Source: an optimization exercise on an open RTL-to-GDS flow (aim: small area). Production flows keep margins and buffers that such runs may drop.
The RTL was checked by simulation tests, not by an equivalence proof against the original design.
Power is estimated from default activity; no workload was simulated.

==> flow/design.v <==
`timescale 1ns/100ps
package armPkg;
  localparam int dataWidth    = 32;
  localparam int regAddrWidth = 4;
  localparam int numRegs      = 16;   
  localparam int flagWidth    = 4;
  typedef logic [dataWidth-1:0]    dataT;      
  typedef logic [regAddrWidth-1:0] regAddrT;
  typedef logic [flagWidth-1:0]    flagsT;     
  typedef enum logic [1:0] {
    aluAdd = 2'b00,
    aluSub = 2'b01,
    aluAnd = 2'b10,
    aluOrr = 2'b11
  } aluOpT;
  typedef enum logic {
    immByte = 1'b0,   
    immWord = 1'b1    
  } immSrcT;
  typedef enum logic [1:0] {
    fwdReg    = 2'b00,   
    fwdResult = 2'b01,   
    fwdAluOut = 2'b10    
  } fwdSelT;
endpackage
`timescale 1ns/100ps
`timescale 1ns/100ps
`timescale 1ns/100ps
`timescale 1ns/100ps
`timescale 1ns/100ps
`timescale 1ns/100ps
module armDatapath (
  input  logic    clk,
  input  logic    rstN,
  input  armPkg::dataT    instrF,
  input  logic    regSrcD,       
  input  armPkg::immSrcT  immSrcD,
  input  logic    aluSrcE,
  input  armPkg::aluOpT   aluControlE,
  input  armPkg::fwdSelT  forwardAE,
  input  armPkg::fwdSelT  forwardBE,
  input  logic    memToRegW,
  input  logic    regWriteW,
  input  logic    stallD,
  input  logic    flushD,
  input  armPkg::dataT    readDataM,
  output armPkg::dataT    instrD,
  output armPkg::dataT    aluOutM,
  output armPkg::dataT    writeDataM,
  output armPkg::flagsT   aluFlagsE,
  output logic    match1EM,
  output logic    match1EW,
  output logic    match2EM,
  output logic    match2EW,
  output logic    match12DE
);
  logic v1;
  always_ff @(posedge clk or negedge rstN) begin
    if (!rstN) v1 <= 1'b0;
    else       v1 <= 1'b1;
  end
  logic [31:0] instrNext;
  logic holdD, loadD;
  assign holdD = ~flushD & stallD;
  assign loadD = ~flushD & ~stallD;
  holdMux32 hmD (.q(instrD), .d(instrF), .hold(holdD), .we(loadD), .y(instrNext));
  always_ff @(posedge clk or negedge rstN) begin
    if (!rstN) instrD <= '0;
    else       instrD <= instrNext;
  end
  logic [3:0] ra1D, ra2D, waD;
  assign ra1D = instrD[19:16];
  assign ra2D = regSrcD ? instrD[15:12] : instrD[3:0];
  assign waD  = instrD[15:12];
  logic [3:0] ra1E, ra2E, waE, waM, waW;
  always_ff @(posedge clk or negedge rstN) begin
    if (!rstN) begin
      ra1E <= '0; ra2E <= '0; waE <= '0; waM <= '0; waW <= '0;
    end else begin
      ra1E <= ra1D; ra2E <= ra2D; waE <= waD; waM <= waE; waW <= waM;
    end
  end
  assign match1EM  = (waM == ra1E);
  assign match1EW  = (waW == ra1E);
  assign match2EM  = (waM == ra2E);
  assign match2EW  = (waW == ra2E);
  assign match12DE = (ra1D == waE) || (ra2D == waE);
  logic [11:0] immE;
  always_ff @(posedge clk) begin
    immE[7:0]  <= instrD[7:0];
    immE[11:8] <= immSrcD ? instrD[11:8] : 4'b0;
  end
  logic [31:0] aluOutW, readDataW, resultW;
  always_ff @(posedge clk) begin
    aluOutW   <= aluOutM;
    readDataW <= readDataM;
  end
  assign resultW = ({32{memToRegW & v1}} & readDataW) | ({32{~memToRegW & v1}} & aluOutW);
  logic [31:0] regs [16];
  logic [31:0] regsNext [16];
  logic [15:0] weR, holdR;
  always_comb begin
    for (int i = 0; i < 16; i++) begin
      weR[i]   = regWriteW & (waW == 4'(i));
      holdR[i] = ~weR[i];
    end
  end
  for (genvar i = 0; i < 16; i++) begin : g_reg
    holdMux32 hm (.q(regs[i]), .d(resultW), .hold(holdR[i]), .we(weR[i]), .y(regsNext[i]));
  end
  always_ff @(posedge clk) begin
    for (int i = 0; i < 16; i++) regs[i] <= regsNext[i];
  end
  logic [15:0] decA, decB;
  always_comb begin
    for (int i = 0; i < 16; i++) begin
      decA[i] = v1 & (ra1E == 4'(i));
      decB[i] = v1 & (ra2E == 4'(i));
    end
  end
  logic regA, regB;
  assign regA = forwardAE[0] ~^ forwardAE[1];
  assign regB = forwardBE[0] ~^ forwardBE[1];
  logic [17:0] selA, selB;
  for (genvar i = 0; i < 16; i++) begin : g_sel
    selectGate sgA (.dec(decA[i]), .en(regA), .sel(selA[i]));
    selectGate sgB (.dec(decB[i]), .en(regB), .sel(selB[i]));
  end
  assign selA[16] = forwardAE == 2'b01;
  assign selA[17] = forwardAE == 2'b10;
  assign selB[16] = forwardBE == 2'b01;
  assign selB[17] = forwardBE == 2'b10;
  logic [17:0][31:0] srcs;
  always_comb begin
    for (int i = 0; i < 16; i++) srcs[i] = regs[i];
    srcs[16] = resultW;
    srcs[17] = aluOutM;
  end
  logic [31:0] srcAE, writeDataE;
  operandSelect opA (.sel(selA), .srcs(srcs), .y(srcAE));
  operandSelect opB (.sel(selB), .srcs(srcs), .y(writeDataE));
  logic [31:0] aluResult;
  logic [3:0]  flagsE;
  aluUnit alu0 (
    .a(srcAE), .wd(writeDataE), .imm(immE & {12{v1}}), .aluSrc(aluSrcE),
    .op(aluControlE), .y(aluResult), .flags(flagsE)
  );
  assign aluFlagsE = flagsE;
  always_ff @(posedge clk or negedge rstN) begin
    if (!rstN) begin
      aluOutM    <= '0;
      writeDataM <= '0;
    end else begin
      aluOutM    <= aluResult;
      writeDataM <= writeDataE;
    end
  end
endmodule
module operandSelect (
  input  logic [17:0]       sel,
  input  logic [17:0][31:0] srcs,
  output logic [31:0]       y
);
  for (genvar j = 0; j < 32; j++) begin : g_bit
    logic [5:0] part;
    for (genvar k = 0; k < 6; k++) begin : g_part
      aoi222 ao (.a0(srcs[3*k][j]),   .s0(sel[3*k]),
                 .a1(srcs[3*k+1][j]), .s1(sel[3*k+1]),
                 .a2(srcs[3*k+2][j]), .s2(sel[3*k+2]), .y(part[k]));
    end
    nand6 nd (.x(part), .y(y[j]));
  end
endmodule
module selectGate (
  input  logic dec,
  input  logic en,
  output logic sel
);
  assign sel = dec & en;
endmodule
module aoi222 (
  input  logic a0, s0, a1, s1, a2, s2,
  output logic y
);
  assign y = ~((a0 & s0) | (a1 & s1) | (a2 & s2));
endmodule
module nand6 (
  input  logic [5:0] x,
  output logic       y
);
  assign y = ~&x;
endmodule
module holdMux32 (
  input  logic [31:0] q,
  input  logic [31:0] d,
  input  logic        hold,
  input  logic        we,
  output logic [31:0] y
);
  assign y = (q & {32{hold}}) | (d & {32{we}});
endmodule
module aluUnit (
  input  logic [31:0] a,
  input  logic [31:0] wd,
  input  logic [11:0] imm,
  input  logic        aluSrc,
  input  logic [1:0]  op,
  output logic [31:0] y,
  output logic [3:0]  flags
);
  logic [31:0] b, bx, sum, g, p;
  logic        sub, cout, zero;
  assign b   = aluSrc ? {20'b0, imm} : wd;
  assign sub = ~op[1] & op[0];
  assign bx  = b ^ {32{sub}};
  adder32 add0 (.a(a), .b(bx), .cin(sub), .s(sum), .g(g), .p(p), .cout(cout));
  assign y = op[1] ? (g | (p & {32{op[0]}})) : sum;
  zeroDetect zd0 (.r(y), .z(zero));
  assign flags = {y[31], zero, ~op[1] & cout,
                  ~op[1] & (a[31] == bx[31]) & (sum[31] != a[31])};
endmodule
module adder32 (
  input  logic [31:0] a,
  input  logic [31:0] b,
  input  logic        cin,
  output logic [31:0] s,
  output logic [31:0] g,
  output logic [31:0] p,
  output logic        cout
);
  logic [31:0] G, P;
  logic [32:0] c;
  always_comb begin
    g = a & b;
    p = a ^ b;
    G = g;
    P = p;
    G[0] = g[0] | (p[0] & cin);
    for (int k = 1; k <= 5; k++)
      for (int i = 0; i < 32; i++)
        if (((i + 1) % (1 << k)) == 0) begin
          G[i] = G[i] | (P[i] & G[i - (1 << (k-1))]);
          P[i] = P[i] & P[i - (1 << (k-1))];
        end
    for (int k = 4; k >= 1; k--)
      for (int i = 0; i < 32; i++)
        if (((i + 1) % (1 << k)) == (1 << (k-1)) && i >= (1 << k)) begin
          G[i] = G[i] | (P[i] & G[i - (1 << (k-1))]);
        end
    c[0] = cin;
    for (int i = 0; i < 32; i++) c[i+1] = G[i];
    s = p ^ c[31:0];
    cout = c[32];
  end
endmodule
module zeroDetect (
  input  logic [31:0] r,
  output logic        z
);
  assign z = (r == 32'b0);
endmodule
export LEC_CHECK = 0
export CAP_MARGIN = 20
export CORE_MARGIN = 2
export CORE_UTILIZATION = 40
export CTS_CLUSTER_DIAMETER = 80
export CTS_CLUSTER_SIZE = 25
export SLEW_MARGIN = 20
export SYNTH_HIERARCHICAL = 1
export SYNTH_MINIMUM_KEEP_SIZE = 0
create_clock -name core_clock -period 9.0 [get_ports {clk}]
standard.sh (not shown) runs the stock make flow with config.mk's settings and CLKGATE_MAP_FILE= SYNTH_SCRIPT=/design/flow/synth_recipe.tcl, a recipe that flattens the netlist after the stock synthesis.
==> flow/flow/run.sh <==
#!/bin/bash
# Standard ORFS layout, with the port buffers made from the smallest buffer
# instead of ORFS's default pick (a delay cell). Every port still gets one.
set -euo pipefail
export BUFFER_PORTS_ARGS="-buffer_cell sky130_fd_sc_hd__buf_1"
bash standard.sh finish > make_finish.log 2>&1
The baseline passed the timing, design-rule and antenna checks.
Rerun with:
- CTS_CLUSTER_DIAMETER: 80 -> 150
The changed run ran to the end with no violations.
Hold slack degrades by 0.0041 ns.
Routed wire length hardly moves.
Core utilization falls by 0.35 points.
First-iteration DRC count is about the same.
Count of clock-buffer cells in the layout rises by 1.
Clock skew is lower by 0.0059 ns.
Design area goes down by 0.78%.


Setup of before:
Another version of the RTL of armDatapath (not shown whole).
Size: roughly 2400 cells after synthesis.
==> flow/design.v (excerpt) <==
module armDatapath (
  input  logic    clk,
  input  logic    rstN,
  input  armPkg::dataT    instrF,
  input  logic    regSrcD,       
  input  armPkg::immSrcT  immSrcD,
  input  logic    aluSrcE,
  input  armPkg::aluOpT   aluControlE,
  input  armPkg::fwdSelT  forwardAE,
  input  armPkg::fwdSelT  forwardBE,
  input  logic    memToRegW,
  input  logic    regWriteW,
  input  logic    stallD,
  input  logic    flushD,
  input  armPkg::dataT    readDataM,
  output armPkg::dataT    instrD,
  output armPkg::dataT    aluOutM,
  output armPkg::dataT    writeDataM,
  output armPkg::flagsT   aluFlagsE,
  output logic    match1EM,
  output logic    match1EW,
  output logic    match2EM,
  output logic    match2EW,
  output logic    match12DE
);
  logic v1;
  always_ff @(posedge clk or negedge rstN) begin
    if (!rstN) v1 <= 1'b0;
    else       v1 <= 1'b1;
  end
  always_ff @(posedge clk or negedge rstN) begin
    if (!rstN)          instrD <= '0;
  ...
==> flow/config.mk <==
export PLATFORM = sky130hd
export DESIGN_NAME = armDatapath
export DESIGN_NICKNAME = armDatapath
export VERILOG_FILES = /design/flow/design.v
export SDC_FILE = /design/flow/constraint.sdc
export NUM_CORES = 4
export LEC_CHECK = 0
export CAP_MARGIN = 20
export CORE_MARGIN = 2
export CORE_UTILIZATION = 40
export SLEW_MARGIN = 20
export SYNTH_HIERARCHICAL = 1
export SYNTH_MINIMUM_KEEP_SIZE = 0
==> flow/constraint.sdc <==
create_clock -name core_clock -period 9.0 [get_ports {clk}]
set_input_delay 1.8000 -clock core_clock [delete_from_list [all_inputs] [get_ports {clk}]]
set_output_delay 1.8000 -clock core_clock [all_outputs]
set_load 0.01 [all_outputs]
Scripts as last shown in full above: flow/flow/run.sh
No stage failed in before, and the final checks on the layout all came back clean.
Setup changes, before to after
==> flow/run.sh (new file) <==
#!/bin/bash
# synth_recipe.tcl (not shown) runs the flow's synth.tcl, then flattens the netlist and writes it again
# the make line also repeats each setting of config.mk as NAME=value (left out here)
make -C /OpenROAD-flow-scripts/flow DESIGN_CONFIG=/design/flow/config.mk WORK_HOME=/design/flow/orfs CLKGATE_MAP_FILE= SYNTH_SCRIPT=/design/flow/synth_recipe.tcl finish
removed: flow/flow/run.sh
removed: flow/standard.sh
Notes after the runs:
| synthesis-to-finish area growth | higher: after |. Taking before as the reference point, the stage delay of the slowest cell on the critical path of after rises by 0.11 ns. Maximum frequency, after vs before: down slightly. Higher cell depth of the worst flop-to-flop path was reported by after, not before. after finished every stage and its layout cleared the timing, design-rule and antenna checks. before finished every step from synthesis to the final layout, and the layout passed the timing, design-rule and antenna checks. Register clock-pin slew on the reported worst setup and hold paths of before is on par with after. Min relative contribution of combinational cells to total power across after and before: before.


armDatapath, a different RTL version from the one above (not shown whole).
For scale: roughly 710 flip-flops, about 180 I/O pins, about 0.031 sq mm of cells after synthesis.
Settings: LEC_CHECK=0, CAP_MARGIN=20, CORE_MARGIN=2, CORE_UTILIZATION=40, CTS_BUF_LIST=sky130_fd_sc_hd__clkbuf_4 sky130_fd_sc_hd__clkbuf_8, GPL_TIMING_DRIVEN=0, SLEW_MARGIN=20; clock period 9.0 ns.
run.sh (not shown) runs the stock make flow with config.mk's settings and CLKGATE_MAP_FILE= SYNTH_SCRIPT=/design/flow/synth_recipe.tcl, a recipe that flattens the netlist after the stock synthesis.
Stock flow here: none of the scripts above is used.
The baseline produced a layout that fails on setup timing.
Edit:
CTS_BUF_LIST = not set   (was sky130_fd_sc_hd__clkbuf_4 sky130_fd_sc_hd__clkbuf_8)
GPL_TIMING_DRIVEN = not set   (was 0)
Effect:
- The changed run finished with setup timing left
- non-clock buffer count goes up by 290
- routed wire length goes down by 0.50%
- clock-buffer cell count goes down by 79
- power goes up by 8.3%

-- separate check: timing with driven ports --
How much do the figures lean on ideal ports? The routed layouts below were timed once more, with nothing changed but the port constraints.
Step 1: set_driving_cell puts a clkbuf_16 on clk and a buf_2 on each other input, an assumption about the parent block.
Step 2 moves the port delays by t, midway between the first and last clock arrival at a register: inputs arrive t later, outputs are due t later. That takes back most of the time a late clock gives input paths.
Slacks: no drivers / after step 1 / after step 2; pairs: no drivers / after step 1.
run | t, ns | setup WS [ns] | clock arrival spread, ns
the first run of note 1 | 0.668 | 0.194 / 0.169 / 0.169 | 0.044 / 0.044
the second run of note 1 | 0.661 | 0.192 / 0.157 / 0.157 | 0.037 / 0.037
before | 0.688 | 0.229 / 0.198 / 0.198 | 0.031 / 0.031
after | 0.694 | 0.152 / 0.127 / 0.127 | 0.029 / 0.029
the first run of note 3 | 0.803 | -0.896 / -0.945 / -0.945 | 0.068 / 0.067
the second run of note 3 | 0.703 | -0.564 / -0.603 / -0.603 | 0.020 / 0.020
The setup slack of the first run of note 3, which loses most, moves by -0.049 ns with the drivers and by -0.049 ns with both steps.
